This design comes from an exercise in tuning for small area on the open sky130 flow, not from production work.
RTL that was checked went through simulation tests only; none was proved equivalent to the original.
Only the layout flow was run in runs 6 and 7; the RTL was not checked for function there.
No activity file was given, so power comes from the tool's default toggle rates. The flow treats the clock pin as an ideal source, which a real chip does not have.

$ cat flow/standard.sh
#!/bin/bash
# synth_recipe.tcl (not shown) runs the flow's synth.tcl, then flattens the netlist and writes it again
# the make line also repeats each setting of config.mk as NAME=value (left out here)
make -C /OpenROAD-flow-scripts/flow DESIGN_CONFIG=/design/flow/config.mk WORK_HOME=/design/flow/orfs CLKGATE_MAP_FILE= SYNTH_SCRIPT=/design/flow/synth_recipe.tcl "${@:-finish}"
$ cat flow/constraint.sdc
create_clock -name core_clock -period 5.0 [get_ports {clock}]
set_input_delay 1.0000 -clock core_clock [delete_from_list [all_inputs] [get_ports {clock}]]
set_output_delay 1.0000 -clock core_clock [all_outputs]
set_load 0.01 [all_outputs]
$ cat flow/design.v
module cpu_trace_buffer #(
   parameter int DEPTH = 16,
   parameter int AW    = 4,
   parameter int POST  = 8
) (
   input  logic          clock,
   input  logic          reset,
   input  logic [31:0]   cpu_pc,
   input  logic [31:0]   cpu_inst,
   input  logic [31:0]   cpu_aluout,
   input  logic [31:0]   cpu_memout,
   input  logic          arm,
   input  logic [31:0]   trig_pc,
   input  logic          rd_en,
   output logic          rd_valid,
   output logic [31:0]   rd_pc,
   output logic [31:0]   rd_inst,
   output logic [31:0]   rd_aluout,
   output logic [31:0]   rd_memout,
   output logic [1:0]    state,
   output logic [AW:0]   count,
   output logic          triggered
);
   localparam int EW = 128;
   localparam logic [AW:0] LP_FULL = (AW+1)'(DEPTH);
   localparam logic [1:0] S_IDLE = 2'd0;
   localparam logic [1:0] S_PRE  = 2'd1;
   localparam logic [1:0] S_POST = 2'd2;
   localparam logic [1:0] S_DONE = 2'd3;
   logic [1:0]       r_state;
   logic [EW-1:0]    r_ring [DEPTH];
   logic [AW-1:0]    r_pos;
   logic [AW:0]      r_count;
   logic [2:0]       r_post;
   logic             r_triggered;
   logic             r_rd_valid;
   logic             w_write;
   logic             w_hit;
   logic             w_read;
   logic             w_rearm;
   logic             w_to_done;
   logic [AW:0]      w_count_inc;
   logic [EW-1:0]    w_rd_entry;
   logic [EW-1:0]    w_wr_entry;
   assign w_wr_entry  = {cpu_pc, cpu_inst, cpu_aluout, cpu_memout};
   assign w_write     = (r_state == S_PRE) || (r_state == S_POST);
   assign w_hit       = (r_state == S_PRE) && (cpu_pc == trig_pc);
   assign w_rearm     = ((r_state == S_IDLE) || (r_state == S_DONE)) && arm;
   assign w_read      = (r_state == S_DONE) && !arm && rd_en && (r_count != '0);
   assign w_to_done   = (r_state == S_POST) && (r_post == 3'd7);
   assign w_count_inc = (r_count == LP_FULL) ? r_count : r_count + 1'b1;
   logic [EW-1:0]    w_ring_in;
   logic             w_rot, w_rot_n;
   assign w_rot   = (r_state == S_DONE);
   assign w_rot_n = ~w_rot;
   for (genvar b = 0; b < EW; b++) begin : g_in
      ctb_ao22 u_ao (
         .a0(r_ring[DEPTH-1][b]), .s0(w_rot),
         .a1(w_wr_entry[b]),      .s1(w_rot_n),
         .y(w_ring_in[b]));
   end
   always_ff @(posedge clock) begin
      r_ring[0] <= w_ring_in;
      for (int i = 1; i < DEPTH; i++) r_ring[i] <= r_ring[i-1];
   end
   always_ff @(posedge clock) begin
      if (w_to_done)   r_pos <= w_count_inc[AW-1:0];
      else if (!w_read) r_pos <= r_pos + 1'b1;
   end
   always_ff @(posedge clock) begin
      if (reset) begin
         r_state     <= S_IDLE;
         r_count     <= '0;
         r_post      <= '0;
         r_triggered <= 1'b0;
         r_rd_valid  <= 1'b0;
      end else begin
         r_rd_valid <= w_read;
         case (r_state)
            S_IDLE:  if (arm) r_state <= S_PRE;
            S_PRE:   if (w_hit) r_state <= S_POST;
            S_POST:  if (w_to_done) r_state <= S_DONE;
            default: if (arm) r_state <= S_PRE;
         endcase
         if (w_rearm) begin
            r_count     <= '0;
            r_triggered <= 1'b0;
         end
         if (w_write) r_count <= w_count_inc;
         if (w_read)  r_count <= r_count - 1'b1;
         if (w_hit) begin
            r_triggered <= 1'b1;
            r_post      <= '0;
         end else if (r_state == S_POST) begin
            r_post <= r_post + 1'b1;
         end
      end
   end
   logic [DEPTH-1:0] w_sel;
   always_comb
      for (int i = 0; i < DEPTH; i++) w_sel[i] = (r_pos == AW'(i));
   for (genvar b = 0; b < EW; b++) begin : g_rd
      logic [4:0] w_grp_n;
      for (genvar g = 0; g < 5; g++) begin : g_grp
         ctb_aoi222 u_aoi (
            .a0(r_ring[3*g][b]),   .s0(w_sel[3*g]),
            .a1(r_ring[3*g+1][b]), .s1(w_sel[3*g+1]),
            .a2(r_ring[3*g+2][b]), .s2(w_sel[3*g+2]),
            .y(w_grp_n[g]));
      end
      ctb_or_tail u_tail (
         .y_n(w_grp_n), .a(r_ring[15][b]), .s(w_sel[15]), .y(w_rd_entry[b]));
   end
   assign state     = r_state;
   assign count     = r_count;
   assign triggered = r_triggered;
   assign rd_valid  = r_rd_valid;
   assign rd_pc     = w_rd_entry[127:96];
   assign rd_inst   = w_rd_entry[95:64];
   assign rd_aluout = w_rd_entry[63:32];
   assign rd_memout = w_rd_entry[31:0];
endmodule
module ctb_aoi222 (
   input  logic a0, s0, a1, s1, a2, s2,
   output logic y
);
   assign y = ~((a0 & s0) | (a1 & s1) | (a2 & s2));
endmodule
module ctb_or_tail (
   input  logic [4:0] y_n,
   input  logic       a, s,
   output logic       y
);
   assign y = ~(&y_n) | (a & s);
endmodule
module ctb_ao22 (
   input  logic a0, s0, a1, s1,
   output logic y
);
   assign y = (a0 & s0) | (a1 & s1);
endmodule
$ cat flow/flow/run.sh
#!/bin/bash
# Standard ORFS layout (the standard.sh) with two changes:
#  - port buffers use the smallest buffer cell (buf_1) instead of the default pick
#  - clock tree: larger sink clusters, no dummy loads
set -euo pipefail
bash standard.sh finish \
  "BUFFER_PORTS_ARGS=-buffer_cell sky130_fd_sc_hd__buf_1" \
  "CTS_ARGS=-sink_clustering_enable -repair_clock_nets -dont_use_dummy_load -sink_clustering_size 30 -sink_clustering_max_diameter 80" \
  > make_finish.log 2>&1
$ cat flow/config.mk
export PLATFORM = sky130hd
export DESIGN_NAME = cpu_trace_buffer
export DESIGN_NICKNAME = cpu_trace_buffer
export VERILOG_FILES = /design/flow/design.v
export SDC_FILE = /design/flow/constraint.sdc
export NUM_CORES = 4
export LEC_CHECK = 0
export CAP_MARGIN = 20
export CORE_MARGIN = 2
export CORE_UTILIZATION = 60
export PLACE_DENSITY = 0.75
export SLEW_MARGIN = 20
export SYNTH_HIERARCHICAL = 1
export SYNTH_MINIMUM_KEEP_SIZE = 0
==> key figures, run 1 <==
STA
  – Max Freq: between 0.2 and 0.25 GHz
  – Setup TNS: 0 ns
  – Tcrit/Tclk final: between 80% and 90%
  – Hold Vio Cnt, Final: 0
  – Worst-Margin Slew: 1.10 ns
  – Slew headroom: a little over a quarter
  – RSZ-0062 raised after global routing: no
  – Clock Skews: 0.0397 ns
  – Tmin final: between 4 and 5 ns
  – Final hold slack: approximately 0.32 ns
  – Finish-stage setup viols: 0
  – Max Slew Vio Count: 0

Floorplanning
  – Die area: around 90000 um^2
  – Core ar.: approximately 86000 um^2
  – Die Ht: ~300 um
  – Number of cell rows: between 100 and 150
  – Die width: 299 um
  – Ports: 301
  – Initial Util: roughly three fifths

Routing
  – Per-cell routed wire length: ~26 um
  – Vias/cell: roughly 6.5
  – # DRC: 0
  – Via count: about 32000
  – Routed Antenna Nets: 0
  – DR iter-0 viols: 5442
  – Router iterations before antenna repair: 13
  – Final WL: 131000 um

Synth
  – Seq/Total Area, Yosys: between 70% and 80%
  – Syn. warnings: 9
  – Netlist cell types: 40
  – Simple-gate share of the synthesized area: ~4.7%
  – Number of synthesized register bits: between 2000 and 2500
  – Mapped Cells: 3379
  – Mux contribution to synthesized area: less than 1%
  – Post-synthesis adder-cell area fraction: less than 1%
  – Synthesized net count: 3555
  – Main combinational cell family by area after synthesis: compound AO/OA/AOI/OAI gates
  – Mapped Area: around 52000 um^2
  – Mapped Avg Cell Area: 15.4 um^2
  – Xor/xnor cell area share of the yosys netlist: 0.638%
  – Compound-Gate Fraction of Synth Area: around 15%

Clock tree
  – Postcts setup bufs: 0
  – CTS Hold Bufs: 0
  – CTS Buf Count: approximately 80
  – TritonCTS clock tree: done
  – Worst-Skew Late Latency: 0.66 ns
  – PostCTS Resize Cnt: 0
  – Clk buf depth: 3
  – Root Buffer: clkbuf_16
  – Clock Pin Slew Worst Setup and Hold Paths: ~0.10 ns
  – Num Clock Sinks: roughly 2100
  – H-tree levels: 3

Pwr
  – Net Switching: about 11 mW
  – Gate power share: 22.2%
  – Reg power frac: 57.2%
  – Tot Pwr: between 30 and 40 mW
  – Sw frac: 31.0%
  – Cell-internal power: about 25 mW
  – Power density cells: around 630 nW/um^2
  – IR drop worst, VDD: 0.448 mV
  – Clock network power share: 20.7%
  – Lkg Pwr: ~22 nW

Flow run
  – Max Cap Viol: 0

Global routing
  – GRT Residual Overflow: 0
  – Largest net degree at the start of global routing: 87
  – Initial antenna violation count: 5
  – First-pass GRT wire length: 195000 um
  – Total Routing Usage GR: 28.3%
  – Vias in the first global route: roughly 32000

Critical path
  – Crit path DAT: 3.50 ns
  – Endpoint class of the critical path: primary output
  – CP Launch Type: flop
  – Setup CP Type: reg -> out
  – Worst EP required: about 4 ns
  – Crit-path max FO: 62

Placement
  – Placed cell areas: ~55000 um^2
  – GPL Wtd Cong: between 0.7 and 0.8
  – Port Buf Inserts: 300
  – HPWL Detailed: 71800 um

Layout
  – Share of post-route cells with drive strength above 1: 4.13%
  – Fin area: ~57000 um^2
  – Final nets: 3983
  – Fin util: around 66%
  – Area Growth Syn to Fin: 10.1%

Hold path
  – Worst min-delay path class: reg -> reg

Outcome
  – Outcome: finished clean
[Yosys stat by module (local to each module, per instance)]
| module | flops+latches | cell area [um^2] | times used |
|---|---|---|---|
| ctb_ao22 | 0 | 8.76 | 128 |
| ctb_aoi222 | 0 | 10.0 | 640 |
| ctb_or_tail | 0 | 16.3 | 128 |
| cpu_trace_buffer | 2064 | 42500 | 1 |
[path summary, 6_finish.rpt]
| path | to | cells after the start | startpoint | slack, ns |
|---|---|---|---|---|
| max | rd_pc[11] | 6 | r_pos[3] | 0.50 |
| max reg2reg | r_ring[0][3] | 4 | r_state[0] | 2.06 |
| min | r_ring[15][103] | 0 | r_ring[14][103] | 0.32 |
| min reg2reg | r_ring[15][103] | 0 | r_ring[14][103] | 0.32 |
[layout by cell type (no fill, tap or decap), drive strengths merged, types with 10 or more instances in the layout]
cell type and instances:
nand4 131, a222oi 640, clkbuf 79, buf 352, nand2 133, and2 12, xor2 36, dfxtp 2060
and3 135, ha 12, a22o 128, nand3 10
[area by class of cell]
class | instances | area [um^2]
diodes | 4 | 10.0
clock buffers | 79 | 1980
fillers | 6206 | 29100
inverters | 9 | 38.8
multi-input cells | 1301 | 10800
flip-flops and latches | 2064 | 41400
well taps | 1155 | 1450
repair buffers | 352 | 1790
[worst max-delay path: stages (launching register included)]
cell and delay [ns]:
edfxtp_1 0.51, nor2b_1 0.31, and2_4 0.92, buf_12 0.43, a222oi_1 0.15, nand4_1 0.28, buf_1 0.19
[stage by stage]
stage               setup slack [ns]  instances
finish                         0.504       4964
global route                   0.388       4963
CTS                            0.532       4960
detailed placement              1.27       4881
global placement                1.32       4881
floorplan                      0.464       3379
[power by group through the flow]
stage	Combinational [mW]	Clock (mW)	Sequential, mW
2_1_floorplan	4.61	0	20.4
5_1_grt	8.43	8.09	20.9
4_1_cts	7.94	7.53	20.5
3_5_place_dp	7.89	0	20.8
6_report	7.98	7.44	20.6
3_3_place_gp	7.89	0	20.8
[cell usage after synthesis]
library cell / count / area share, %
or4_1: 1 / 0.014
xor2_1: 36 / 0.60
and4_1: 2 / 0.034
a211oi_1: 1 / 0.014
a22o_1: 128 / 2.2
a31oi_1: 4 / 0.048
and3b_1: 1 / 0.017
a21oi_1: 7 / 0.067
dfxtp_1: 2060 / 79
xnor2_1: 2 / 0.034
nand2_1: 133 / 0.96
o21a_1: 1 / 0.014
edfxtp_1: 4 / 0.23
o21a_4: 1 / 0.029
nor4_1: 9 / 0.11
ha_1: 12 / 0.29
and3_1: 135 / 1.6
o31ai_1: 1 / 0.014
o41a_1: 1 / 0.022
nor2_1: 9 / 0.065
clkbuf_1: 4 / 0.029
inv_1: 9 / 0.065
or3_1: 1 / 0.012
and2_1: 12 / 0.14
a21o_1: 2 / 0.029
nor3_1: 3 / 0.029
buf_6: 1 / 0.022
o311ai_0: 2 / 0.034
a222oi_1: 640 / 12
or3b_4: 1 / 0.022
mux2i_1: 1 / 0.019
nand4_1: 131 / 1.6
nor2b_1: 3 / 0.036
o2111ai_1: 2 / 0.034
a221oi_1: 1 / 0.017
nand3_1: 10 / 0.096
a21oi_2: 1 / 0.017
and4bb_2: 1 / 0.024
mux2_2: 3 / 0.065
o21ai_0: 3 / 0.029
[state kept, by name (all words and copies together) (netlist names)]
name and count:
r_count 5, r_pos 4, r_post 3, r_rd_valid 1, r_ring 2048, r_state 2
r_triggered 1
[metal layers]
layer / vias to the layer above / GRT usage (%) / wire length, um
met2: 1617 / 43.7 / 58800
li1: 14500 / - / -
met4: 0 / 9.89 / 4170
met5: - / 0 / 0
met3: 225 / 4.83 / 12000
met1: 16100 / 40.5 / 56400
[cells by family (layout without fill, tap and decap cells)]
group,count (synthesis),count (layout)
DFF,2064,2064
AOI/OAI and AO/OA,795,795
and+or+nand+nor,452,452
xor gates and xnor gates,38,38
buffers and inverters,14,440
adders and majority gates,12,12
muxes,4,4
other,0,4
==> inputs of run 2 (changes only) <==
--- a/flow/flow/run.sh
+++ b/flow/flow/run.sh
@@ -6,4 +6,4 @@
 bash standard.sh finish \
   "BUFFER_PORTS_ARGS=-buffer_cell sky130_fd_sc_hd__buf_1" \
-  "CTS_ARGS=-sink_clustering_enable -repair_clock_nets -dont_use_dummy_load -sink_clustering_size 30 -sink_clustering_max_diameter 80" \
+  "CTS_ARGS=-sink_clustering_enable -repair_clock_nets -dont_use_dummy_load -sink_clustering_size 36 -sink_clustering_max_diameter 60" \
   > make_finish.log 2>&1
==> run 2 against run 1 <==
Compared with the run above: first-iteration DRC count rose by 4.1%; routed wire length rose by 0.23%; critical path depth did not move; worst hold slack got worse by 0.034 ns; worst setup slack got worse by 0.0034 ns; sequential power barely moved; synthesized cell count did not move; maximum frequency barely moved; combinational power barely moved; via count rose by 0.33%; critical endpoint unchanged; largest cell class unchanged; largest power group unchanged.
==> key figures, run 2 <==
Clock tree
  – H-tree levels: 3
  – Postcts setup bufs: 0
  – Num Clock Sinks: 2064
  – Root Buffer: clkbuf_16
  – PostCTS Resize Cnt: 0
  – Worst-Skew Late Latency: roughly 0.69 ns
  – CTS Buf Count: 98
  – Clk buf depth: 3
  – CTS Hold Bufs: 0
  – TritonCTS clock tree: done
  – Clock Pin Slew Worst Setup and Hold Paths: roughly 0.12 ns

STA
  – Setup TNS: 0 ns
  – Slew headroom: about 28%
  – Max Slew Vio Count: 0
  – Tmin final: approximately 4.5 ns
  – RSZ-0062 raised after global routing: no
  – Max Freq: between 0.2 and 0.25 GHz
  – Finish-stage setup viols: 0
  – Setup ws final: around 0.50 ns
  – Worst-Margin Slew: 1.08 ns
  – Tcrit/Tclk final: 90.0%
  – Hold Vio Cnt, Final: 0
  – Clock Skews: between 0.07 and 0.08 ns
  – Final hold slack: 0.286 ns

Routing
  – Routed Antenna Nets: 0
  – Router iterations before antenna repair: 14
  – Vias/cell: about 6.5
  – # DRC: 0
  – Final WL: between 100000 and 150000 um
  – Per-cell routed wire length: ~26 um
  – DR iter-0 viols: about 5700
  – Via count: about 33000

Synth
  – Top post-synthesis cells by area: dfxtp_1 (79%), a222oi_1 (12%), a22o_1 (2.2%), and3_1 (1.6%), nand4_1 (1.6%)
  – Syn. warnings: 9
  – Number of synthesized register bits: 2064
  – Mapped Avg Cell Area: ~15 um^2
  – Asr flop ratio synth: 0%
  – Area leader, netlist: dfxtp_1
  – Mapped Cells: around 3400
  – Mapped Area: between 50000 and 60000 um^2
  – Synthesized net count: approximately 3600
  – Netlist cell types: 40
  – Seq/Total Area, Yosys: 79.3%
  – Primary FF master, synth: dfxtp_1
  – Count leader, synth: dfxtp_1
  – Synth top area share: 79.1%
  – Post-synth EDFFs: 4
  – Commonest cells post-synth: dfxtp_1 (2060), a222oi_1 (640), and3_1 (135)

Global routing
  – Largest net degree at the start of global routing: 87
  – Total Routing Usage GR: approximately 28%
  – GRT Residual Overflow: 0
  – First-pass GRT wire length: 195000 um
  – Vias in the first global route: roughly 32000
  – Initial antenna violation count: 5

Pwr
  – IR drop worst, VDD: between 0.4 and 0.5 mV
  – Power density cells: 635 nW/um^2
  – Lkg Pwr: 22.6 nW

Hold path
  – Worst min-delay path class: reg -> reg
  – Cell depth of the worst min-delay path: 0

Critical path
  – Worst EP required: about 4.0 ns
  – CP Launch Type: flop
  – Crit path DAT: ~3.5 ns
  – R2R cell count: 4
  – Crit-path max FO: 62
  – Endpoint class of the critical path: primary output
  – Setup CP Type: reg -> out

Layout
  – Area Growth Syn to Fin: 11.0%
  – Share of post-route cells with drive strength above 1: between 4 and 5%
  – Commonest non-fill, non-tap cell in the layout: dfxtp_1
  – Most frequent cells in the layout: dfxtp_1 (2060), a222oi_1 (640), buf_1 (300), nand2_1 (133)
  – Final nets: approximately 4000
  – Fin cells: roughly 5000
  – Max reg flops: just over 2000
  – Biggest regs: r_ring: 2048 flops, r_count: 5 flops, r_pos: 4 flops
  – Fillers: 6151
  – Biggest register: r_ring

Placement
  – DP Worst Slack: 1.27 ns
  – Port Buf Inserts: 300
  – HPWL Detailed: 71800 um
  – Dpl cells: around 4900
  – GPL Wtd Cong: between 0.7 and 0.8

Floorplanning
  – Core ar.: between 80000 and 90000 um^2
  – Die width: roughly 300 um
  – Number of cell rows: between 100 and 150
  – Ports: approximately 300
  – Initial Util: ~60%
  – Die area: between 80000 and 90000 um^2
  – Die Ht: 299 um

Flow run
  – Max Cap Viol: 0

Outcome
  – Outcome: finished clean
run 2: cell counts after synthesis:
Identical to the previous run, type by type.
run 2: power breakdown:
| part | total (mW) | switching (mW) | internal (mW) |
|---|---|---|---|
| clock | 8.20 | 4.70 | 3.50 |
| sequential | 20.6 | 1.43 | 19.2 |
| combinational | 7.99 | 5.16 | 2.83 |
run 2: worst max-delay path, stage by stage, from the launching register on:
cell and delay (ns):
edfxtp_1 0.52, nor2b_1 0.30, and2_4 0.90, buf_12 0.43, a222oi_1 0.15, nand4_1 0.28, buf_1 0.19
run 2: modules after synthesis, one instance, submodules excluded:
module	flops+latches	area, um^2	cells inside
ctb_aoi222	0	10.0	1
ctb_ao22	0	8.76	1
cpu_trace_buffer	2064	42500	2227
ctb_or_tail	0	16.3	3
run 2: final cells by class:
| class | count | area (um^2) | area share (%) |
|---|---|---|---|
| sequential | 2064 | 41400 | 71.5 |
| multi-input combinational | 1301 | 10800 | 18.6 |
| clock buffer | 98 | 2450 | 4.24 |
| timing repair buffer | 352 | 1790 | 3.10 |
| tap | 1155 | 1450 | 2.50 |
| inverter | 9 | 38.8 | 0.0670 |
| antenna | 3 | 7.51 | 0.0130 |
run 2: metrics by stage:
| step | cell area (um^2) | power [mW] | util [%] |
|---|---|---|---|
| floorplan | 52100 | 25.0 | - |
| global placement | 55400 | 28.6 | 64.1 |
| detailed placement | 55400 | 28.7 | 64.1 |
| CTS | 57900 | 36.8 | 66.9 |
| global route | 57900 | 38.2 | 66.9 |
| finish | 57900 | 36.8 | 66.9 |
run 2: cells by family (layout without fill, tap and decap cells):
| family | after synthesis | in the layout | synth area share (%) |
|---|---|---|---|
| and+or+nand+nor | 452 | 452 | 4.75 |
| muxes | 4 | 4 | 0.0840 |
| other | 0 | 3 | 0 |
| DFF | 2064 | 2064 | 79.3 |
| buffers and inverters | 14 | 459 | 0.115 |
| AOI/OAI and AO/OA | 795 | 795 | 14.8 |
| xor gates and xnor gates | 38 | 38 | 0.638 |
| adders and majority gates | 12 | 12 | 0.288 |
run 2: worst paths after layout:
path,to,slack [ns],start
hold reg to reg,r_ring[2][9],0.29,r_ring[1][9]
setup / recovery,rd_pc[11],0.50,r_pos[2]
setup reg to reg,r_ring[0][3],2.09,r_state[0]
hold / removal,r_ring[2][9],0.29,r_ring[1][9]
run 2: per-layer routing:
layer | up-vias | part of all wire (%) | global-route usage (%)
met4 | 2 | 3.5 | 11.0
li1 | 14500 | - | -
met3 | 248 | 9.4 | 4.57
met1 | 16200 | 43 | 40.7
met5 | - | 0.0099 | 0
met2 | 1634 | 44 | 43.5
==> inputs of run 3 (changes only) <==
--- a/flow/flow/run.sh
+++ b/flow/flow/run.sh
@@ -6,4 +6,4 @@
 bash standard.sh finish \
   "BUFFER_PORTS_ARGS=-buffer_cell sky130_fd_sc_hd__buf_1" \
-  "CTS_ARGS=-sink_clustering_enable -repair_clock_nets -dont_use_dummy_load -sink_clustering_size 36 -sink_clustering_max_diameter 60" \
+  "CTS_ARGS=-sink_clustering_enable -repair_clock_nets -dont_use_dummy_load -sink_clustering_size 34 -sink_clustering_max_diameter 90" \
   > make_finish.log 2>&1
--- a/flow/config.mk
+++ b/flow/config.mk
@@ -9,4 +9,5 @@
 export CORE_MARGIN = 2
 export CORE_UTILIZATION = 60
+export GPL_TIMING_DRIVEN = 0
 export PLACE_DENSITY = 0.75
 export SLEW_MARGIN = 20
==> run 3 against run 2 <==
Compared with the run above: via count barely moved; maximum frequency is 2.4% higher; final area about the same; global-route usage is essentially flat; cell count shrank 0.34%; sequential power barely moved; sequential share of layout area fell by 0.062 points; critical path depth is 3 higher; critical endpoint is now rd_inst[16].
==> key figures, run 3 <==
Outcome
  – Outcome: finished clean

Critical path
  – Reg2reg setup slack: 2.49 ns
  – Endpoint class of the critical path: primary output
  – Crit path DAT: 3.39 ns
  – Crit-path max FO: 39
  – Worst EP required: 4.00 ns
  – CP Launch Type: flop
  – RR Startpoint: r_state[0]
  – R2R cell count: 6
  – Reg2reg end: r_ring[0][98]
  – Setup CP Type: reg -> out

Synth
  – Mapped Avg Cell Area: about 15 um^2
  – Asr flop ratio synth: 0%
  – Mapped Cells: 3379
  – Primary FF master, synth: dfxtp_1
  – Commonest cells post-synth: dfxtp_1 (2060), a222oi_1 (640), and3_1 (135)
  – Synth top area share: between 70% and 80%
  – Syn. warnings: 9
  – Seq/Total Area, Yosys: between 70% and 80%
  – Area leader, netlist: dfxtp_1
  – Top post-synthesis cells by area: dfxtp_1 (79%), a222oi_1 (12%), a22o_1 (2.2%), and3_1 (1.6%), nand4_1 (1.6%)
  – Netlist cell types: 40
  – Count leader, synth: dfxtp_1
  – Number of synthesized register bits: 2064
  – Post-synth EDFFs: 4
  – Mapped Area: 52100 um^2
  – Synthesized net count: approximately 3600

Clock tree
  – CTS Hold Bufs: 0
  – Postcts setup bufs: 0
  – H-tree levels: 3
  – Clk buf depth: 3
  – Clock Pin Slew Worst Setup and Hold Paths: between 0.1 and 0.15 ns
  – CTS Buf Count: 70
  – Worst-Skew Late Latency: around 0.66 ns
  – TritonCTS clock tree: done
  – Num Clock Sinks: between 2000 and 2500
  – PostCTS Resize Cnt: 0
  – Root Buffer: clkbuf_16

Placement
  – HPWL Detailed: just over 70000 um
  – Dpl cells: 4889
  – GPL Wtd Cong: roughly 0.78
  – Port Buf Inserts: 300
  – Placed cell areas: roughly 56000 um^2

STA
  – Worst-Margin Slew: between 0.8 and 0.9 ns
  – Final hold slack: ~0.32 ns
  – Finish-stage setup viols: 0
  – Tcrit/Tclk final: between 80% and 90%
  – Tmin final: ~4.4 ns
  – Hold Vio Cnt, Final: 0
  – Max Freq: ~0.23 GHz
  – Clock Skews: 0.0375 ns
  – Slew headroom: a little under half
  – Setup TNS: 0 ns
  – Max Slew Vio Count: 0
  – RSZ-0062 raised after global routing: no

Flow run
  – Max Cap Viol: 0

Layout
  – Biggest regs: r_ring: 2048 flops, r_count: 5 flops, r_pos: 4 flops
  – Final nets: around 4000
  – Fin cells: 4965
  – Fin area: 57900 um^2
  – Fin util: 67.0%
  – Biggest register: r_ring
  – Area Growth Syn to Fin: 11.1%
  – Most frequent cells in the layout: dfxtp_1 (2060), a222oi_1 (640), buf_1 (300), nand2_1 (133)
  – Max reg flops: roughly 2000
  – Commonest non-fill, non-tap cell in the layout: dfxtp_1
  – Fillers: between 6000 and 7000
  – Share of post-route cells with drive strength above 1: between 4 and 5%

Global routing
  – First-pass GRT wire length: slightly below 200000 um
  – GRT Residual Overflow: 0
  – Vias in the first global route: 32400
  – Total Routing Usage GR: roughly 28%
  – Largest net degree at the start of global routing: between 40 and 50
  – Initial antenna violation count: 7

Routing
  – Vias/cell: roughly 6.6
  – Via count: 32500
  – DR iter-0 viols: around 5500
  – Final WL: roughly 130000 um
  – # DRC: 0
  – Router iterations before antenna repair: 13
  – Per-cell routed wire length: between 20 and 30 um
  – Routed Antenna Nets: 0

Hold path
  – Hold_sp: r_ring[1][49]
  – Worst min-delay path class: reg -> reg
  – Cell depth of the worst min-delay path: 0
  – Worst Hold Path EP: r_ring[2][49]

Pwr
  – Lkg Pwr: between 20 and 25 nW
  – Power density cells: a little over 600 nW/um^2
  – IR drop worst, VDD: 0.386 mV

Floorplanning
  – Die Ht: ~300 um
  – Initial Util: ~60%
  – Die width: around 300 um
  – Die area: about 90000 um^2
  – Number of cell rows: between 100 and 150
  – Ports: around 300
  – Core ar.: a little under 90000 um^2
[run 3: stage by stage]
step / power (mW) / setup slack [ns]
after detailed placement: 29.0 / 1.29
after floorplan: 25.0 / 0.464
after CTS: 35.8 / 0.576
after global routing: 37.2 / 0.415
after global placement: 28.8 / -6.68
final: 35.8 / 0.608
[run 3: power breakdown]
group          switching, mW  internal (mW)
Clock                   4.50           2.56
Sequential              1.41           19.1
Combinational           5.12           3.08
Total                   11.0           24.8
[run 3: routing by layer]
metal | global-route usage (%) | vias up | wire length [um]
met2 | 45.0 | 1661 | 60500
met3 | 4.49 | 238 | 12500
met5 | 0 | - | 28
met4 | 9.19 | 4 | 3510
met1 | 40.1 | 16100 | 55300
li1 | - | 14500 | -
[run 3: worst max path at each step]
stage               depth (start not counted)       endpoint       start  slack [ns]
finish                                      9    rd_inst[16]    r_pos[2]        0.61
global route                                9    rd_inst[16]    r_pos[2]        0.41
CTS                                         9    rd_inst[16]    r_pos[2]        0.58
detailed placement                          9    rd_inst[16]    r_pos[2]        1.29
global placement                            3  r_ring[0][15]  r_state[0]       -6.68
floorplan                                   6   rd_aluout[0]    r_pos[0]        0.46
[run 3: cells by family (layout without fill, tap and decap cells)]
family | after synthesis | count (layout) | synth area share, %
DFF | 2064 | 2064 | 79.3
xor gates and xnor gates | 38 | 38 | 0.638
and+or+nand+nor | 452 | 452 | 4.75
other | 0 | 6 | 0
AOI/OAI and AO/OA | 795 | 795 | 14.8
buffers and inverters | 14 | 439 | 0.115
adders and majority gates | 12 | 12 | 0.288
muxes | 4 | 4 | 0.0840
[run 3: critical path: stages (launching register included)]
cell and delay, ns:
edfxtp_1 0.38, clkbuf_1 0.20, nor2_1 0.29, and2_4 0.55
buf_16 0.33, buf_12 0.25, a222oi_1 0.14, and3_1 0.16
nand4_1 0.09, buf_1 0.32
[run 3: area by class of cell]
type	instances	area (um^2)	area share (%)
timing repair buffer	355	2500	4.31
sequential	2064	41400	71.4
inverter	9	41.3	0.0713
buffer	5	26.3	0.0454
tap	1155	1450	2.49
antenna	6	15.0	0.0259
multi-input combinational	1301	10800	18.6
clock buffer	70	1750	3.02
[run 3: modules after synthesis (local to each module, per instance)]
module / times used / area, um^2 / cells inside / flops+latches
ctb_aoi222: 640 / 10.0 / 1 / 0
ctb_ao22: 128 / 8.76 / 1 / 0
ctb_or_tail: 128 / 16.3 / 3 / 0
cpu_trace_buffer: 1 / 42500 / 2227 / 2064
==> inputs of run 4 (changes only) <==
--- a/flow/config.mk
+++ b/flow/config.mk
@@ -9,5 +9,4 @@
 export CORE_MARGIN = 2
 export CORE_UTILIZATION = 60
-export GPL_TIMING_DRIVEN = 0
 export PLACE_DENSITY = 0.75
 export SLEW_MARGIN = 20
==> run 4 against run 3 <==
Compared with the run above: still clean; first-iteration DRC count rose by 3.6%; sequential power barely moved; maximum frequency fell by 1.9%; worst setup slack got worse by 0.085 ns; combinational power fell by 2.7%; die area did not move; synthesized cell count did not move; sequential cell count did not move; highest routed layer is now met4.
==> key figures, run 4 <==
Critical path
  – Reg2reg setup slack: approximately 2.1 ns
  – Endpoint class of the critical path: primary output
  – CP Launch Type: flop
  – Crit-path max FO: a little over 60
  – Setup CP Type: reg -> out
  – Worst EP required: 4.00 ns
  – Crit path DAT: between 3 and 4 ns

STA
  – Tcrit/Tclk final: about 90%
  – Worst-Margin Slew: between 1 and 1.5 ns
  – Setup ws final: 0.523 ns
  – Finish-stage setup viols: 0
  – RSZ-0062 raised after global routing: no
  – Slew headroom: a little over a quarter
  – Max Freq: roughly 0.22 GHz
  – Setup TNS: 0 ns
  – Clock Skews: between 0.04 and 0.05 ns
  – Max Slew Vio Count: 0
  – Hold Vio Cnt, Final: 0
  – Tmin final: roughly 4.5 ns

Global routing
  – First-pass GRT wire length: 195000 um
  – GRT Residual Overflow: 0
  – Initial antenna violation count: 2
  – Total Routing Usage GR: ~28%
  – Largest net degree at the start of global routing: just under 90
  – Vias in the first global route: ~32000

Synth
  – Synth top area share: 79.1%
  – Top post-synthesis cells by area: dfxtp_1 (79%), a222oi_1 (12%), a22o_1 (2.2%), and3_1 (1.6%), nand4_1 (1.6%)
  – Area leader, netlist: dfxtp_1
  – Count leader, synth: dfxtp_1
  – Seq/Total Area, Yosys: between 70% and 80%
  – Synthesized net count: between 3000 and 4000
  – Primary FF master, synth: dfxtp_1
  – Netlist cell types: 40
  – Commonest cells post-synth: dfxtp_1 (2060), a222oi_1 (640), and3_1 (135)
  – Syn. warnings: 9
  – Asr flop ratio synth: 0%
  – Mapped Cells: 3379
  – Mapped Avg Cell Area: about 15 um^2
  – Post-synth EDFFs: 4
  – Mapped Area: about 52000 um^2
  – Number of synthesized register bits: between 2000 and 2500

Floorplanning
  – Initial Util: roughly three fifths
  – Die area: just under 90000 um^2
  – Die Ht: 299 um
  – Core ar.: ~86000 um^2
  – Ports: approximately 300
  – Die width: roughly 300 um
  – Number of cell rows: about 110

Placement
  – Placed cell areas: 55400 um^2
  – Port Buf Inserts: 300
  – DP Worst Slack: around 1.3 ns
  – GPL Wtd Cong: 0.790
  – HPWL Detailed: 71800 um

Layout
  – Biggest regs: r_ring: 2048 flops, r_count: 5 flops, r_pos: 4 flops
  – Commonest non-fill, non-tap cell in the layout: dfxtp_1
  – Most frequent cells in the layout: dfxtp_1 (2060), a222oi_1 (640), buf_1 (300), nand2_1 (133)
  – Share of post-route cells with drive strength above 1: under 10%
  – Biggest register: r_ring
  – Max reg flops: about 2000
  – Final nets: between 3000 and 4000
  – Fin area: 57200 um^2
  – Area Growth Syn to Fin: 9.67%

Clock tree
  – CTS Buf Count: 70
  – Worst-Skew Late Latency: about 0.66 ns
  – H-tree levels: 3
  – TritonCTS clock tree: done
  – Postcts setup bufs: 0
  – Clock Pin Slew Worst Setup and Hold Paths: ~0.12 ns
  – CTS Hold Bufs: 0
  – PostCTS Resize Cnt: 0
  – Root Buffer: clkbuf_16
  – Clk buf depth: 3
  – Num Clock Sinks: between 2000 and 2500

Routing
  – Router iterations before antenna repair: 13
  – Via count: 32400
  – Per-cell routed wire length: around 26 um
  – Final WL: ~130000 um
  – Routed Antenna Nets: 0
  – DR iter-0 viols: approximately 5700
  – # DRC: 0
  – Vias/cell: roughly 6.5

Pwr
  – Power density cells: approximately 620 nW/um^2
  – Lkg Pwr: 22.2 nW
  – IR drop worst, VDD: around 0.45 mV

Outcome
  – Outcome: finished clean

Hold path
  – Worst min-delay path class: reg -> reg

Flow run
  – Max Cap Viol: 0
-- run 4: changes by cell type in the layout (fill, tap and decap cells not counted) --
cell and change:
buf_12 +6, buf_16 -38, buf_4 +29, buf_6 -1
clkbuf_1 -4, diode_2 -4, inv_6 +1, inv_8 -1
nor4_1 +1, nor4_2 -1
-- run 4: cell families after synthesis --
logic type / share of synthesized area [%]
compound gates: 14.8
xor+xnor: 0.638
fa+ha+maj: 0.288
buf+inv: 0.115
flops: 79.3
mux: 0.0840
simple gates: 4.75
-- run 4: final timing paths --
path | start | end | depth (start not counted)
worst max register to register | r_state[0] | r_ring[0][45] | 4
worst min register to register | r_ring[4][81] | r_ring[5][81] | 0
worst min-delay path | r_ring[4][81] | r_ring[5][81] | 0
worst max-delay path | r_pos[2] | rd_pc[11] | 6
-- run 4: per-layer routing --
layer | global-route usage (%) | up-vias | part of all wire, % | routed length [um]
met1 | 41.1 | 16100 | 43 | 56400
li1 | - | 14400 | - | -
met2 | 44.1 | 1638 | 45 | 59300
met5 | 0 | - | 0 | 0
met3 | 4.15 | 197 | 9.3 | 12200
met4 | 8.21 | 0 | 2.4 | 3100
-- run 4: metrics by stage --
step | total power [mW] | utilization, % | hold slack [ns] | cells
global route | 37.0 | 66.1 | 0.310 | 4953
global placement | 28.6 | 64.1 | 0.332 | 4881
floorplan | 25.0 | - | 0.330 | 3379
detailed placement | 28.7 | 64.1 | 0.334 | 4881
CTS | 35.6 | 66.1 | 0.311 | 4951
finish | 35.6 | 66.1 | 0.310 | 4953
-- run 4: where the power goes --
group | total (mW) | internal (mW) | switching, mW | leakage [nW]
Combinational | 7.98 | 2.83 | 5.15 | 3.96
Sequential | 20.6 | 19.1 | 1.42 | 17.4
Clock | 7.06 | 2.56 | 4.50 | 0.863
-- run 4: final cells by class --
cell class / instances / area (um^2)
multi-input cells: 1301 / 10800
well taps: 1155 / 1450
diodes: 2 / 5.00
clock buffers: 70 / 1750
repair buffers: 352 / 1790
flip-flops and latches: 2064 / 41400
inverters: 9 / 38.8
fillers: 6224 / 29300
-- run 4: Yosys stat by module, one instance, submodules excluded --
module / times used / flip-flops and latches / area [um^2]
cpu_trace_buffer: 1 / 2064 / 42500
ctb_or_tail: 128 / 0 / 16.3
ctb_aoi222: 640 / 0 / 10.0
ctb_ao22: 128 / 0 / 8.76
-- run 4: critical path: stages, from the launching register on --
cell and delay, ns:
edfxtp_1 0.53, nor2b_1 0.30, and2_4 0.92, buf_12 0.44, a222oi_1 0.15, nand4_1 0.28
buf_1 0.19
==> inputs of run 5 (changes only) <==
--- a/flow/config.mk
+++ b/flow/config.mk
@@ -6,9 +6,10 @@
 export NUM_CORES = 4
 export LEC_CHECK = 0
-export CAP_MARGIN = 20
+export CAP_MARGIN = 0
 export CORE_MARGIN = 2
 export CORE_UTILIZATION = 60
+export GPL_TIMING_DRIVEN = 0
 export PLACE_DENSITY = 0.75
-export SLEW_MARGIN = 20
+export SLEW_MARGIN = 0
 export SYNTH_HIERARCHICAL = 1
 export SYNTH_MINIMUM_KEEP_SIZE = 0
==> run 5 against run 4 <==
Compared with the run above: still clean on timing, DRC and antenna; sequential power about the same; total power increased by 0.16%; non-clock buffer count decreased by 8; routed wire length increased by 0.76%.
==> key figures, run 5 <==
Outcome
  – Outcome: finished clean

Placement
  – Port Buf Inserts: 300
  – HPWL Detailed: between 60000 and 70000 um
  – GPL Wtd Cong: roughly 0.78

Layout
  – Commonest non-fill, non-tap cell in the layout: dfxtp_1
  – Share of post-route cells with drive strength above 1: under 10%
  – Biggest register: r_ring
  – Biggest regs: r_ring: 2048 flops, r_count: 5 flops, r_pos: 4 flops
  – Final nets: 3966
  – Area Growth Syn to Fin: 10.5%
  – Most frequent cells in the layout: dfxtp_1 (2060), a222oi_1 (640), buf_1 (300), nand2_1 (133)
  – Max reg flops: slightly above 2000

Critical path
  – CP Launch Type: flop
  – Critical path cell sequence: clkbuf_1 > nor2b_1 > and2_4 > buf_16 > buf_16 > a222oi_1 > nand4_1 > buf_1
  – Crit-path max FO: 47
  – CP max stage cell: and2_4
  – Endpoint class of the critical path: primary output
  – Max incr delay on CP: roughly 0.8 ns
  – Crit path DAT: about 3.7 ns
  – Most frequent CP cell: buf_16
  – Setup CP Type: reg -> out
  – Worst EP required: around 4.0 ns

Global routing
  – Vias in the first global route: roughly 32000
  – Initial antenna violation count: 7
  – Total Routing Usage GR: about 28%
  – Largest net degree at the start of global routing: 85
  – First-pass GRT wire length: roughly 200000 um
  – GRT Residual Overflow: 0

STA
  – Setup TNS: 0 ns
  – Hold Vio Cnt, Final: 0
  – Tmin final: around 4.7 ns
  – Max Freq: 0.212 GHz
  – Max Slew Vio Count: 0
  – Final hold slack: around 0.32 ns
  – RSZ-0062 raised after global routing: no
  – Clock Skews: between 0.05 and 0.06 ns
  – Tcrit/Tclk final: between 90% and 100%
  – Slew headroom: between 10% and 20%
  – Finish-stage setup viols: 0
  – Worst-Margin Slew: 1.32 ns

Clock tree
  – Worst-Skew Late Latency: between 0.6 and 0.7 ns
  – PostCTS Resize Cnt: 0
  – Clk buf depth: 3
  – Postcts setup bufs: 0
  – TritonCTS clock tree: done
  – Clock Pin Slew Worst Setup and Hold Paths: about 0.11 ns
  – H-tree levels: 3
  – Num Clock Sinks: a little over 2000
  – CTS Buf Count: 70
  – Root Buffer: clkbuf_16
  – CTS Hold Bufs: 0

Synth
  – Mapped Cells: between 3000 and 4000
  – Top post-synthesis cells by area: dfxtp_1 (79%), a222oi_1 (12%), a22o_1 (2.2%), and3_1 (1.6%), nand4_1 (1.6%)
  – Mapped Area: 52100 um^2
  – Netlist cell types: 40
  – Asr flop ratio synth: 0%
  – Primary FF master, synth: dfxtp_1
  – Count leader, synth: dfxtp_1
  – Synth top area share: 79.1%
  – Seq/Total Area, Yosys: about four fifths
  – Post-synth EDFFs: 4
  – Mapped Avg Cell Area: roughly 15 um^2
  – Area leader, netlist: dfxtp_1
  – Commonest cells post-synth: dfxtp_1 (2060), a222oi_1 (640), and3_1 (135)
  – Syn. warnings: 9
  – Number of synthesized register bits: 2064
  – Synthesized net count: ~3600

Floorplanning
  – Ports: 301
  – Initial Util: 60.3%
  – Die width: 299 um
  – Die Ht: 299 um
  – Core ar.: 86500 um^2
  – Number of cell rows: ~110
  – Die area: between 80000 and 90000 um^2

Routing
  – Final WL: roughly 130000 um
  – Via count: about 32000
  – Vias/cell: roughly 6.6
  – Router iterations before antenna repair: 10
  – # DRC: 0
  – Per-cell routed wire length: around 27 um
  – DR iter-0 viols: between 5000 and 6000
  – Routed Antenna Nets: 0

Pwr
  – Lkg Pwr: around 22 nW
  – Tot Pwr: about 36 mW
  – IR drop worst, VDD: roughly 0.54 mV
  – Power density cells: 619 nW/um^2

Flow run
  – Max Cap Viol: 0

Hold path
  – Worst min-delay path class: reg -> reg
[run 5: per-layer routing]
metal,wire length [um],GRT usage [%]
met1,55500,40.5
met2,60700,44.7
met3,12300,4.44
met4,3430,9.77
met5,24,0
[run 5: logic make-up (layout without fill, tap and decap cells)]
kind of cell               Yosys count  in the layout  synth area share [%]
xor gates and xnor gates            38             38                 0.638
muxes                                4              4                0.0840
adders and majority gates           12             12                 0.288
other                                0              5                     0
buffers and inverters               14            423                 0.115
and+or+nand+nor                    452            452                  4.75
DFF                               2064           2064                  79.3
AOI/OAI and AO/OA                  795            795                  14.8
[run 5: layout make-up]
class                      count  area [um^2]
timing repair buffer         339         2170
clock buffer                  70         1750
sequential                  2064        41400
fill                        6165        28900
multi-input combinational   1301        10800
inverter                       9         41.3
tap                         1155         1450
buffer                         5         26.3
antenna                        5         12.5
[run 5: power by group]
part	switching, mW	internal (mW)	total [mW]
Sequential	1.40	19.1	20.5
Clock	4.49	2.56	7.05
Combinational	5.10	2.97	8.07
Total	11.0	24.7	35.7
[run 5: path summary, 6_finish.rpt]
| kind | start | to | slack [ns] | cells past startpoint |
|---|---|---|---|---|
| worst max-delay path | r_pos[2] | rd_pc[0] | 0.28 | 8 |
| worst min-delay path | r_ring[1][87] | r_ring[2][87] | 0.32 | 0 |
| worst max register to register | r_state[0] | r_ring[0][78] | 2.40 | 6 |
| worst min register to register | r_ring[1][87] | r_ring[2][87] | 0.32 | 0 |
[run 5: critical path, delay by kind of cell (launching register included)]
family | cells | cell delay [ns]
DFF | 1 | 0.34
and+or+nand+nor | 3 | 1.29
buffers and inverters | 4 | 1.26
AOI/OAI and AO/OA | 1 | 0.19
[run 5: stage by stage]
stage	instance area, um^2	instances	setup slack, ns	util (%)
global route	57600	4947	0.160	66.6
CTS	57600	4943	0.274	66.6
floorplan	52100	3379	0.464	-
finish	57600	4948	0.278	66.6
global placement	54700	4834	-6.68	63.3
detailed placement	55800	4873	0.959	64.6
[run 5: Yosys stat by module, one instance, submodules excluded]
module	times used	flip-flops and latches	cells
ctb_or_tail	128	0	3
ctb_aoi222	640	0	1
cpu_trace_buffer	1	2064	2227
ctb_ao22	128	0	1
==> inputs of run 6 (changes only) <==
--- a/flow/design.v
+++ b/flow/design.v
@@ -30,5 +30,5 @@
    logic [1:0]       r_state;
    logic [EW-1:0]    r_ring [DEPTH];
-   logic [AW-1:0]    r_pos;
+   logic [DEPTH-1:0] r_sel;
    logic [AW:0]      r_count;
    logic [2:0]       r_post;
@@ -65,6 +65,8 @@
    end
    always_ff @(posedge clock) begin
-      if (w_to_done)   r_pos <= w_count_inc[AW-1:0];
-      else if (!w_read) r_pos <= r_pos + 1'b1;
+      for (int i = 0; i < DEPTH; i++) begin
+         if (w_to_done)    r_sel[i] <= (w_count_inc[AW-1:0] == AW'(i));
+         else if (!w_read) r_sel[i] <= r_sel[(i + DEPTH - 1) % DEPTH];
+      end
    end
    always_ff @(posedge clock) begin
@@ -97,18 +99,15 @@
       end
    end
-   logic [DEPTH-1:0] w_sel;
-   always_comb
-      for (int i = 0; i < DEPTH; i++) w_sel[i] = (r_pos == AW'(i));
    for (genvar b = 0; b < EW; b++) begin : g_rd
       logic [4:0] w_grp_n;
       for (genvar g = 0; g < 5; g++) begin : g_grp
          ctb_aoi222 u_aoi (
-            .a0(r_ring[3*g][b]),   .s0(w_sel[3*g]),
-            .a1(r_ring[3*g+1][b]), .s1(w_sel[3*g+1]),
-            .a2(r_ring[3*g+2][b]), .s2(w_sel[3*g+2]),
+            .a0(r_ring[3*g][b]),   .s0(r_sel[3*g]),
+            .a1(r_ring[3*g+1][b]), .s1(r_sel[3*g+1]),
+            .a2(r_ring[3*g+2][b]), .s2(r_sel[3*g+2]),
             .y(w_grp_n[g]));
       end
       ctb_or_tail u_tail (
-         .y_n(w_grp_n), .a(r_ring[15][b]), .s(w_sel[15]), .y(w_rd_entry[b]));
+         .y_n(w_grp_n), .a(r_ring[15][b]), .s(r_sel[15]), .y(w_rd_entry[b]));
    end
    assign state     = r_state;
--- a/flow/flow/run.sh
+++ b/flow/flow/run.sh
@@ -6,4 +6,4 @@
 bash standard.sh finish \
   "BUFFER_PORTS_ARGS=-buffer_cell sky130_fd_sc_hd__buf_1" \
-  "CTS_ARGS=-sink_clustering_enable -repair_clock_nets -dont_use_dummy_load -sink_clustering_size 34 -sink_clustering_max_diameter 90" \
+  "CTS_ARGS=-sink_clustering_enable -repair_clock_nets -dont_use_dummy_load -sink_clustering_size 24 -sink_clustering_max_diameter 100" \
   > make_finish.log 2>&1
==> flow/config.mk (replaced) <==
export PLATFORM = sky130hd
export DESIGN_NAME = cpu_trace_buffer
export DESIGN_NICKNAME = cpu_trace_buffer
export VERILOG_FILES = /design/flow/design.v
export SDC_FILE = /design/flow/constraint.sdc
export NUM_CORES = 4
export LEC_CHECK = 0
export CAP_MARGIN = 20
export CORE_MARGIN = 2
export CORE_UTILIZATION = 40
export SLEW_MARGIN = 20
export SYNTH_HIERARCHICAL = 1
export SYNTH_MINIMUM_KEEP_SIZE = 0
==> run 6 against run 5 <==
Compared with the run above: register-to-register slack worse by 0.49 ns; worst hold slack worse by 0.0070 ns; synthesized cell count up 0.74%; sequential share of layout area down 1.3 points; first-iteration DRC count down 6.5%; critical path depth down 2; combinational power up 59%; sequential cell count up 12; non-clock buffer count up 14; critical path type unchanged; highest routed layer unchanged.
==> key figures, run 6 <==
Floorplanning
  – Die width: 367 um
  – Die area: 134000 um^2
  – Number of cell rows: about 130
  – Initial Util: between 40% and 50%
  – Ports: 301
  – Die Ht: 367 um
  – Core ar.: between 100000 and 150000 um^2

Routing
  – Per-cell routed wire length: between 20 and 25 um
  – Router iterations before antenna repair: 10
  – # DRC: 0
  – Final WL: 140000 um
  – Via count: roughly 32000
  – DR iter-0 viols: 5220
  – Vias/cell: between 5 and 6
  – Routed Antenna Nets: 0

Clock tree
  – TritonCTS clock tree: done
  – Clock Pin Slew Worst Setup and Hold Paths: about 0.090 ns
  – H-tree levels: 3
  – CTS Buf Count: 97
  – PostCTS Resize Cnt: 0
  – CTS Hold Bufs: 0
  – Num Clock Sinks: roughly 2100
  – Worst-Skew Late Latency: between 0.7 and 0.8 ns
  – Root Buffer: clkbuf_16
  – Clk buf depth: 3
  – Postcts setup bufs: 0

STA
  – Max Freq: about 0.25 GHz
  – Clock Skews: between 0.04 and 0.05 ns
  – Slew headroom: a little under a quarter
  – Finish-stage setup viols: 0
  – Setup ws final: roughly 1.0 ns
  – Tmin final: around 4 ns
  – Tcrit/Tclk final: around four fifths
  – Final hold slack: 0.310 ns
  – RSZ-0062 raised after global routing: no
  – Hold Vio Cnt, Final: 0
  – Max Slew Vio Count: 0
  – Setup TNS: 0 ns
  – Worst-Margin Slew: between 1 and 1.5 ns

Placement
  – Port Buf Inserts: 300
  – DP Worst Slack: ~1.8 ns
  – HPWL Detailed: between 70000 and 80000 um
  – Dpl cells: around 5500
  – GPL Wtd Cong: roughly 0.74

Global routing
  – GRT Residual Overflow: 0
  – First-pass GRT wire length: ~210000 um
  – Initial antenna violation count: 5
  – Total Routing Usage GR: between 20% and 30%
  – Largest net degree at the start of global routing: 130
  – Vias in the first global route: between 30000 and 40000

Critical path
  – Setup CP Type: reg -> out
  – Reg2reg setup slack: about 1.9 ns
  – CP Launch Type: flop
  – Crit-path max FO: 25
  – Crit path DAT: between 2 and 3 ns
  – Endpoint class of the critical path: primary output
  – Reg2reg end: r_sel[1]
  – Worst EP required: 4.00 ns
  – R2R cell count: 4
  – RR Startpoint: r_state[0]

Pwr
  – Tot Pwr: around 42 mW
  – Lkg Pwr: roughly 23 nW
  – IR drop worst, VDD: 0.551 mV
  – Clock network power share: roughly 20%
  – Net Switching: between 10 and 15 mW
  – Cell-internal power: 27.4 mW
  – Power density cells: 710 nW/um^2
  – Reg power frac: 49.6%
  – Gate power share: between 30% and 40%
  – Sw frac: 34.8%

Hold path
  – Hold_sp: r_ring[10][89]
  – Worst Hold Path EP: r_ring[11][89]
  – Worst min-delay path class: reg -> reg
  – Cell depth of the worst min-delay path: 0

Layout
  – Multi-input logic area: approximately 11000 um^2
  – Fillers: around 12000
  – Biggest regs: r_ring: 2048 flops, r_sel: 16 flops, r_count: 5 flops
  – Most frequent cells in the layout: dfxtp_1 (2060), a222oi_1 (640), buf_1 (300), nand2_1 (151), and3_1 (131)
  – Share of post-route cells with drive strength above 1: about 4.3%
  – Biggest register: r_ring
  – Commonest non-fill, non-tap cell in the layout: dfxtp_1
  – Max reg flops: 2048
  – Area Growth Syn to Fin: 12.5%
  – Final nets: ~4000
  – Fin cells: roughly 5600
  – Storage element area: 41700 um^2

Synth
  – Seq/Total Area, Yosys: about four fifths
  – Primary FF master, synth: dfxtp_1
  – Number of synthesized register bits: 2076
  – Asr flop ratio synth: 0%
  – Area leader, netlist: dfxtp_1
  – Post-synth EDFFs: 16
  – Mapped Avg Cell Area: approximately 15 um^2
  – Mapped Cells: approximately 3400
  – Synthesized net count: roughly 3600
  – Commonest cells post-synth: dfxtp_1 (2060), a222oi_1 (640), nand2_1 (151)
  – Syn. warnings: 9
  – Netlist cell types: 45
  – Top post-synthesis cells by area: dfxtp_1 (78%), a222oi_1 (12%), a22o_1 (2.1%), and3_1 (1.6%), nand4_1 (1.5%)
  – Mapped Area: 52600 um^2
  – Count leader, synth: dfxtp_1
  – Synth top area share: between 70% and 80%

Outcome
  – Outcome: finished clean

Flow run
  – Max Cap Viol: 0
==> run 6: critical path: stages, from the launching register on <==
cell and delay, ns:
edfxtp_1 0.73, buf_12 0.32, buf_12 0.21, a222oi_1 0.29
and3_1 0.21, nand4_1 0.22, buf_1 0.23
==> run 6: cell type report <==
class | instances | area share (%)
repair buffers | 358 | 3.34
multi-input cells | 1310 | 18.2
diodes | 5 | 0.0212
flip-flops and latches | 2076 | 70.5
inverters | 9 | 0.0656
clock buffers | 97 | 4.10
well taps | 1755 | 3.71
==> run 6: power groups by stage <==
stage | sequential, mW | clock [mW] | combinational [mW]
floorplan | 21.8 | 0 | 6.03
global placement | 21.1 | 0 | 12.9
detailed placement | 21.2 | 0 | 12.9
CTS | 20.8 | 8.53 | 13.0
global route | 21.2 | 9.09 | 13.7
finish | 20.9 | 8.31 | 12.8
==> run 6: metal layers <==
| layer | part of all wire [%] | vias up | wire length, um | GRT usage, % |
|---|---|---|---|---|
| met1 | 46 | 16200 | 63800 | 29.1 |
| met4 | 1.9 | 2 | 2660 | 5.18 |
| li1 | - | 14600 | - | - |
| met3 | 7.6 | 165 | 10600 | 2.75 |
| met5 | 0.0079 | - | 11 | 0 |
| met2 | 45 | 1314 | 62700 | 31.4 |
==> run 6: cells by family after synthesis <==
family,share of synthesized area [%]
fa+ha+maj,0.262
xor+xnor,0.597
simple gates,4.74
buf+inv,0.148
mux,0.0619
compound gates,14.8
flops,79.4
==> run 6: Yosys stat by module, one instance, submodules excluded <==
module,cells,flip-flops and latches,times used
ctb_aoi222,1,0,640
ctb_or_tail,3,0,128
ctb_ao22,1,0,128
cpu_trace_buffer,2252,2076,1
==> run 6: metrics by stage <==
step | area, um^2 | util (%)
CTS | 59100 | 45.2
finish | 59200 | 45.2
global route | 59100 | 45.2
floorplan | 52600 | -
global placement | 56700 | 43.3
detailed placement | 56700 | 43.3
==> run 6: how the worst max path moves through the flow <==
stage                from             to  slack, ns  cells past startpoint
6_report         r_sel[2]    rd_inst[17]       1.03                      6
5_1_grt          r_sel[2]    rd_inst[17]       0.90                      6
4_1_cts          r_sel[2]       rd_pc[0]        1.0                      6
2_1_floorplan  r_state[0]   r_ring[0][0]       0.90                      3
3_5_place_dp     r_sel[5]   rd_memout[0]       1.81                      4
3_3_place_gp     r_sel[5]  rd_aluout[18]       1.82                      4
==> inputs of run 7 (changes only) <==
--- a/flow/design.v
+++ b/flow/design.v
@@ -30,5 +30,5 @@
    logic [1:0]       r_state;
    logic [EW-1:0]    r_ring [DEPTH];
-   logic [DEPTH-1:0] r_sel;
+   logic [AW-1:0]    r_pos;
    logic [AW:0]      r_count;
    logic [2:0]       r_post;
@@ -65,8 +65,6 @@
    end
    always_ff @(posedge clock) begin
-      for (int i = 0; i < DEPTH; i++) begin
-         if (w_to_done)    r_sel[i] <= (w_count_inc[AW-1:0] == AW'(i));
-         else if (!w_read) r_sel[i] <= r_sel[(i + DEPTH - 1) % DEPTH];
-      end
+      if (w_to_done)   r_pos <= w_count_inc[AW-1:0];
+      else if (!w_read) r_pos <= r_pos + 1'b1;
    end
    always_ff @(posedge clock) begin
@@ -99,15 +97,24 @@
       end
    end
+   logic [3:0]       w_lo_n, w_hi_n;
+   logic [DEPTH-1:0] w_sel [4];
+   ctb_pre2 u_pre_lo (.a(r_pos[1:0]), .y_n(w_lo_n));
+   ctb_pre2 u_pre_hi (.a(r_pos[3:2]), .y_n(w_hi_n));
+   for (genvar q = 0; q < 4; q++) begin : g_dec
+      for (genvar i = 0; i < DEPTH; i++) begin : g_sel
+         ctb_nor2 u_nor (.a(w_lo_n[i%4]), .b(w_hi_n[i/4]), .y(w_sel[q][i]));
+      end
+   end
    for (genvar b = 0; b < EW; b++) begin : g_rd
       logic [4:0] w_grp_n;
       for (genvar g = 0; g < 5; g++) begin : g_grp
          ctb_aoi222 u_aoi (
-            .a0(r_ring[3*g][b]),   .s0(r_sel[3*g]),
-            .a1(r_ring[3*g+1][b]), .s1(r_sel[3*g+1]),
-            .a2(r_ring[3*g+2][b]), .s2(r_sel[3*g+2]),
+            .a0(r_ring[3*g][b]),   .s0(w_sel[b/32][3*g]),
+            .a1(r_ring[3*g+1][b]), .s1(w_sel[b/32][3*g+1]),
+            .a2(r_ring[3*g+2][b]), .s2(w_sel[b/32][3*g+2]),
             .y(w_grp_n[g]));
       end
       ctb_or_tail u_tail (
-         .y_n(w_grp_n), .a(r_ring[15][b]), .s(r_sel[15]), .y(w_rd_entry[b]));
+         .y_n(w_grp_n), .a(r_ring[15][b]), .s(w_sel[b/32][15]), .y(w_rd_entry[b]));
    end
    assign state     = r_state;
@@ -139,2 +146,15 @@
    assign y = (a0 & s0) | (a1 & s1);
 endmodule
+module ctb_pre2 (
+   input  logic [1:0] a,
+   output logic [3:0] y_n
+);
+   always_comb
+      for (int i = 0; i < 4; i++) y_n[i] = ~(a == 2'(i));
+endmodule
+module ctb_nor2 (
+   input  logic a, b,
+   output logic y
+);
+   assign y = ~(a | b);
+endmodule
==> run 7 against run 6 <==
Compared with the run above: still clean; register-to-register slack better by 0.29 ns; via count is 1.4% higher; core utilization is 0.65 points higher; cell count is 1.2% higher; sequential power is 2% lower; maximum frequency is 15% lower; clock power is 0.6% lower; critical endpoint is now rd_pc[27]; highest routed layer unchanged.
==> key figures, run 7 <==
STA
  – Setup ws final: a little over 0.3 ns
  – Setup TNS: 0 ns
  – Clock Skews: 0.0614 ns
  – Tmin final: approximately 4.7 ns
  – Tcrit/Tclk final: between 90% and 100%
  – Max Slew Vio Count: 0
  – Slew headroom: 31.3%
  – Hold Vio Cnt, Final: 0
  – Final hold slack: 0.282 ns
  – Finish-stage setup viols: 0
  – Max Freq: ~0.21 GHz
  – Worst-Margin Slew: 1.03 ns
  – RSZ-0062 raised after global routing: no

Synth
  – Synth top area share: between 70% and 80%
  – Post-synth EDFFs: 4
  – Mux contribution to synthesized area: less than 1%
  – Syn. warnings: 11
  – Main combinational cell family by area after synthesis: compound AO/OA/AOI/OAI gates
  – Compound-Gate Fraction of Synth Area: ~15%
  – Netlist cell types: 43
  – Synthesized net count: around 3600
  – Area leader, netlist: dfxtp_1
  – Xor/xnor cell area share of the yosys netlist: 0.637%
  – Mapped Area: 52300 um^2
  – Primary FF master, synth: dfxtp_1
  – Seq/Total Area, Yosys: 79.1%
  – Top post-synthesis cells by area: dfxtp_1 (79%), a222oi_1 (12%), a22o_1 (2.2%), and3_1 (1.6%), nand4_1 (1.6%)
  – Post-synthesis adder-cell area fraction: less than 1%
  – Commonest cells post-synth: dfxtp_1 (2060), a222oi_1 (640), nand2_1 (138)
  – Asr flop ratio synth: 0%
  – Number of synthesized register bits: a little over 2000
  – Count leader, synth: dfxtp_1
  – Mapped Cells: 3429
  – Simple-gate share of the synthesized area: 5.15%
  – Mapped Avg Cell Area: roughly 15 um^2

Layout
  – Fin cells: roughly 5700
  – Fin util: a little under half
  – Final nets: slightly above 4000
  – Area Growth Syn to Fin: 13.6%
  – Commonest non-fill, non-tap cell in the layout: dfxtp_1
  – Biggest register: r_ring
  – Max reg flops: 2048
  – Fillers: 11500
  – Fin area: approximately 59000 um^2
  – Most frequent cells in the layout: dfxtp_1 (2060), a222oi_1 (640), buf_1 (300), nand2_1 (136), and3_1 (131)
  – Share of post-route cells with drive strength above 1: 7.50%
  – Biggest regs: r_ring: 2048 flops, r_count: 5 flops, r_pos: 4 flops

Global routing
  – Vias in the first global route: between 30000 and 40000
  – M2 GR Usage: approximately a third
  – First-pass GRT wire length: around 210000 um
  – GRT Residual Overflow: 0
  – Top Usage Layer GRT: met2
  – GRT met1 Usage: 28.1%
  – Initial antenna violation count: 9
  – Largest net degree at the start of global routing: 80
  – M3 GR Usage: approximately 4.2%
  – Total Routing Usage GR: approximately 20%

Routing
  – Via count: 32700
  – Router iterations before antenna repair: 10
  – Routed Antenna Nets: 0
  – Final WL: about 140000 um
  – # DRC: 0
  – Per-cell routed wire length: 24.9 um
  – Vias/cell: between 5 and 6
  – DR iter-0 viols: about 5400

Critical path
  – CP max stage cell: nor2_4
  – CP Launch Type: flop
  – Most frequent CP cell: buf_4
  – Crit path DAT: about 3.7 ns
  – Worst EP required: around 4.0 ns
  – Max incr delay on CP: 0.63 ns
  – CP bufs+invs: 3
  – Endpoint class of the critical path: primary output
  – Crit-path max FO: 22
  – Delay-heaviest family, CP: simple AND/OR/NAND/NOR gates
  – Critical path cell sequence: nand2b_2 > buf_4 > nor2_4 > buf_4 > a222oi_1 > and3_1 > nand4_1 > buf_1
  – Reg2reg setup slack: 2.20 ns
  – Setup CP Type: reg -> out

Clock tree
  – Num Clock Sinks: around 2100
  – H-tree levels: 3
  – Clk buf depth: 3
  – Clock Pin Slew Worst Setup and Hold Paths: 0.09 ns
  – Worst-Skew Late Latency: roughly 0.76 ns
  – CTS Hold Bufs: 0
  – CTS Buf Count: between 90 and 100
  – Postcts setup bufs: 0
  – PostCTS Resize Cnt: 0
  – Root Buffer: clkbuf_16
  – TritonCTS clock tree: done

Floorplanning
  – Ports: 301
  – Die Ht: between 300 and 400 um
  – Die area: roughly 130000 um^2
  – Die width: 366 um
  – Number of cell rows: 132
  – Core ar.: around 130000 um^2
  – Initial Util: 40.3%

Pwr
  – Clock network power share: 21.8%
  – Power density cells: between 600 and 700 nW/um^2
  – Tot Pwr: 38.0 mW
  – Gate power share: about a quarter
  – Cell-internal power: between 20 and 30 mW
  – Net Switching: roughly 12 mW
  – Reg power frac: 54.1%
  – Sw frac: approximately 32%
  – IR drop worst, VDD: around 0.33 mV
  – Lkg Pwr: around 23 nW

Hold path
  – Worst min-delay path class: reg -> reg

Placement
  – Placed cell areas: roughly 57000 um^2
  – HPWL Detailed: ~85000 um
  – Dpl cells: ~5600
  – GPL Wtd Cong: slightly below 0.8
  – DP Worst Slack: 1.06 ns
  – Port Buf Inserts: 300

Flow run
  – Max Cap Viol: 0

Outcome
  – Outcome: finished clean
[run 7: cell count changes after synthesis, moves of 3 or more]
| cell | change |
|---|---|
| clkbuf_1 | -3 |
| edfxtp_1 | -12 |
| nand2_1 | -13 |
| nor2_1 | +69 |
| nor4_1 | -6 |
| nor4_2 | +3 |
| o21ai_0 | -7 |
| o31ai_1 | -3 |
| xnor2_1 | +4 |
[run 7: cell type report]
type	count	area, um^2	share of cell area (%)
inverter	7	31.3	0.0527
multi-input combinational	1354	11400	19.2
antenna	1	2.50	0.00421
clock buffer	96	2400	4.04
tap	1742	2180	3.67
sequential	2064	41400	69.6
timing repair buffer	414	2040	3.44
[run 7: kinds of logic (layout without fill, tap and decap cells)]
family | Yosys count | count (layout)
other | 0 | 1
AOI/OAI and AO/OA | 795 | 795
muxes | 4 | 4
buffers and inverters | 11 | 517
DFF | 2064 | 2064
xor gates and xnor gates | 38 | 38
and+or+nand+nor | 508 | 508
adders and majority gates | 9 | 9
[run 7: Yosys stat by module, one instance, submodules excluded]
module,flip-flops and latches,cells inside
cpu_trace_buffer,2064,2205
ctb_ao22,0,1
ctb_aoi222,0,1
ctb_nor2,0,1
ctb_or_tail,0,3
ctb_pre2,0,4
[run 7: final timing paths]
kind,to,depth (start not counted),startpoint
worst max-delay path,rd_pc[27],8,r_pos[2]
worst min-delay path,r_ring[7][42],0,r_ring[6][42]
worst max register to register,r_ring[0][52],4,r_state[0]
worst min register to register,r_ring[7][42],0,r_ring[6][42]
[run 7: worst reg2reg max path, delay by kind of cell, from the launching register on]
kind | cells | cell delay (ns)
AO/OA/AOI/OAI | 1 | 0.28
adder cells (fa/ha/maj) | 1 | 0.62
flip-flops | 1 | 0.53
buffers and inverters | 2 | 1.29
[run 7: routing by layer]
layer,up-vias,wire length [um]
met1,16400,62600
met2,1269,63700
met4,10,3430
li1,14800,-
met5,-,60
met3,195,11700
[run 7: power by group through the flow]
stage          combinational [mW]  clock [mW]  sequential (mW)
2_1_floorplan                4.81           0             20.4
3_3_place_gp                 9.18           0             20.8
3_5_place_dp                 9.17           0             20.8
4_1_cts                      9.21        8.45             20.5
5_1_grt                      9.77        9.03             20.8
6_report                     9.15        8.26             20.5

## port drivers added, routing unchanged
The flow's constraints put no driver on any port. The routed layouts listed below were extracted and timed again, unchanged, in two steps.
Step 1: set_driving_cell puts a clkbuf_16 on clock and a buf_2 on each other input, an assumption about the parent block.
Step 2 also shifts input and output timing later by t, the mid clock arrival at the registers, as if the neighbouring blocks saw the same clock.
Slacks: ideal ports / drivers / drivers and shift; pairs: ideal ports / drivers.
run	t, ns	slack for setup (ns)	worst setup path at the end	clock arrival spread, ns	worst slew at a driven data input, ns
run 1	0.708	0.504 / 0.436 / 1.144	register to output	0.041 / 0.040	0.11
run 2	0.736	0.501 / 0.435 / 1.171	register to output	0.104 / 0.104	0.11
run 3	0.707	0.608 / 0.537 / 1.244	register to output	0.043 / 0.042	0.13
run 4	0.705	0.523 / 0.453 / 1.158	register to output	0.068 / 0.067	0.09
run 5	0.708	0.278 / 0.208 / 0.916	register to output	0.062 / 0.062	0.12
run 6	0.774	1.026 / 0.953 / 1.727	register to output	0.055 / 0.055	0.14
run 7	0.796	0.303 / 0.225 / 1.021	register to output	0.088 / 0.088	0.15
After both steps setup and hold are still met in every run listed.
